Background: an optimization exercise with open tools, aiming at small area, a short achievable clock period and few clock cycles. Do not read the settings as production practice. Only simulation tests tie the RTL to the original design; equivalence was not proved. Power is estimated from default activity; no workload was simulated.

== v53 ==
// delimited_field_extract_check
module delimited_field_extract_check (
    input  logic                               clk,
    input  logic                               rst_n,
    input  logic                               cfg_we,
    input  logic [dfec_pkg::CFG_INDEX_W-1:0]   cfg_index,
    input  logic [dfec_pkg::CFG_DATA_W-1:0]    cfg_wdata,
    input  logic                               data_valid,
    output logic                               data_ready,
    input  logic [7:0]                         data_data_byte,
    input  logic                               data_end_of_buffer,
    output logic                               result_valid,
    input  logic                               result_ready,
    output logic                               result_is_summary,
    output logic [7:0]                         result_field_char,
    output logic [7:0]                         result_field_length,
    output logic                               result_overflow,
    output logic                               result_number_valid,
    output logic                               result_in_range
);
    logic [7:0]  sep, term, lm1;
    logic [15:0] fsel;
    logic        dec, zero_in;
  ...
Settings: LEC_CHECK=0, CAP_MARGIN=20, CORE_MARGIN=2, CORE_UTILIZATION=40, SLEW_MARGIN=20; clock period 8.5 ns.
standard.sh (not shown) runs the stock make flow with config.mk's settings and CLKGATE_MAP_FILE= SYNTH_SCRIPT=/design/flow/synth_recipe.tcl, a recipe that flattens the netlist after the stock synthesis.
==> flow/flow/run.sh <==
#!/bin/bash
set -euo pipefail
bash standard.sh SETUP_SLACK_MARGIN=5.5 finish > flow_standard.log 2>&1
Testbench counts of v53, summed over its fixed seeds: cycles 12,073.
Changes in v52 relative to v53:
==> flow/flow/run.sh <==
#!/bin/bash
set -euo pipefail
bash standard.sh "BUFFER_PORTS_ARGS=-buffer_cell sky130_fd_sc_hd__buf_2" finish > flow_standard.log 2>&1
diff --git a/flow/config.mk b/flow/config.mk
--- a/flow/config.mk
+++ b/flow/config.mk
@@ -9,3 +9,6 @@
 export CORE_MARGIN = 2
-export CORE_UTILIZATION = 40
+export CORE_UTILIZATION = 70
+export CTS_CLUSTER_DIAMETER = 150
+export CTS_CLUSTER_SIZE = 25
+export SETUP_SLACK_MARGIN = 5
 export SLEW_MARGIN = 20
### Flow results
- Every stage of the flow completed for v52, and the final layout passed the timing, design-rule and antenna checks.
- The final layout from v53, which completed every stage, passed the timing, design-rule and antenna checks at the end of the flow.
- Re number of stages on the worst setup path: v52 and v53 aren't equal, and the lower value belongs to v52.
- The core area number comes out higher for v53 vs v52.
- v52 -> v53: area share of xor/xnor cells in the synthesized design delta 0, exact match
- Layout overhead on the synthesized area: v52 lower than v53
- v52: final critical delay including setup and external delays 0.21 ns above v53
- Initial cell density of the core was higher in the run labelled v52.
What v42 does differently from v52 at the input level:
==> flow/flow/run.sh <==
#!/bin/bash
set -euo pipefail
bash standard.sh "BUFFER_PORTS_ARGS=-buffer_cell sky130_fd_sc_hd__buf_2" SETUP_SLACK_MARGIN=5.3 finish > flow_standard.log 2>&1
diff --git a/flow/config.mk b/flow/config.mk
--- a/flow/config.mk
+++ b/flow/config.mk
@@ -7,2 +7,3 @@
 export LEC_CHECK = 0
+export ABC_AREA = 1
 export CAP_MARGIN = 20
[summary]
v42 went all the way through synthesis, placement and routing and the layout is clean on timing, DRC and antenna.
Delta (v42 minus v52): adder and majority gate portion of the synthesized area went down by 0.52 points, switching power went up by about 5.4%, area of all placed cells without fillers went up by about 4%, cell count after synthesis went up by 375, global-route usage went up by 0.55 points.
Minimum clock period ended up 0.34 ns lower on v42 than on v52.
Higher width of the chip was reported by v42, not v52.
> inputs changed (v42 -> v49)
==> flow/run.sh (new file) <==
#!/bin/bash
# synth_recipe.tcl (not shown) runs the flow's synth.tcl, then flattens the netlist and writes it again
# the make line also repeats each setting of config.mk as NAME=value (left out here)
make -C /OpenROAD-flow-scripts/flow DESIGN_CONFIG=/design/flow/config.mk WORK_HOME=/design/flow/orfs CLKGATE_MAP_FILE= SYNTH_SCRIPT=/design/flow/synth_recipe.tcl finish
diff --git a/flow/config.mk b/flow/config.mk
--- a/flow/config.mk
+++ b/flow/config.mk
@@ -7,8 +7,5 @@
 export LEC_CHECK = 0
-export ABC_AREA = 1
 export CAP_MARGIN = 20
 export CORE_MARGIN = 2
-export CORE_UTILIZATION = 70
-export CTS_CLUSTER_DIAMETER = 150
-export CTS_CLUSTER_SIZE = 25
+export CORE_UTILIZATION = 40
 export SETUP_SLACK_MARGIN = 5
removed: flow/flow/run.sh
removed: flow/standard.sh
[summary]
Per the comparison of v49 with v42, post-detailed-route wirelength per cell went up by 1.2 microns; worst setup slack after layout shows a reduction of 0.31 ns; share of cells above drive strength 1 increased 2.3 points. Measured against each other, v49 and v42 differ in effective utilization at floorplan, the higher figure coming from v42. Compared v49 vs v42, and first-pass GRT wire length is down in v49. Looking at routed wire length across both flows, v49 is the stronger of the two, with v42 trailing.

-- afterwards: timing with drivers on the ports --
How much do the figures lean on ideal ports? The routed layouts below were timed once more, with nothing changed but the port constraints.
Step 1: set_driving_cell puts a clkbuf_16 on clk and a buf_2 on each other input, an assumption about the parent block.
Step 2 moves the port delays by t, midway between the first and last clock arrival at a register: inputs arrive t later, outputs are due t later. That takes back most of the time a late clock gives input paths.
Three values: ideal ports, drivers, drivers and shift; two values: the first two.
run | shift t [ns] | setup WS [ns] | worst setup path at the end | slew at the worst register clock pin (ns)
v53 | 0.597 | 5.310 / 5.310 / 5.011 | input to register | 0.06 / 0.06
v52 | 0.522 | 5.099 / 5.099 / 4.931 | input to register | 0.11 / 0.11
v42 | 0.522 | 5.440 / 5.390 / 4.968 | input to register | 0.11 / 0.11
v49 | 0.583 | 5.131 / 5.081 / 4.609 | input to register | 0.06 / 0.06
After both steps setup and hold are still met in every run listed. For v49, which loses most, drivers alone change the setup slack by -0.050 ns; drivers and shift together by -0.522 ns.
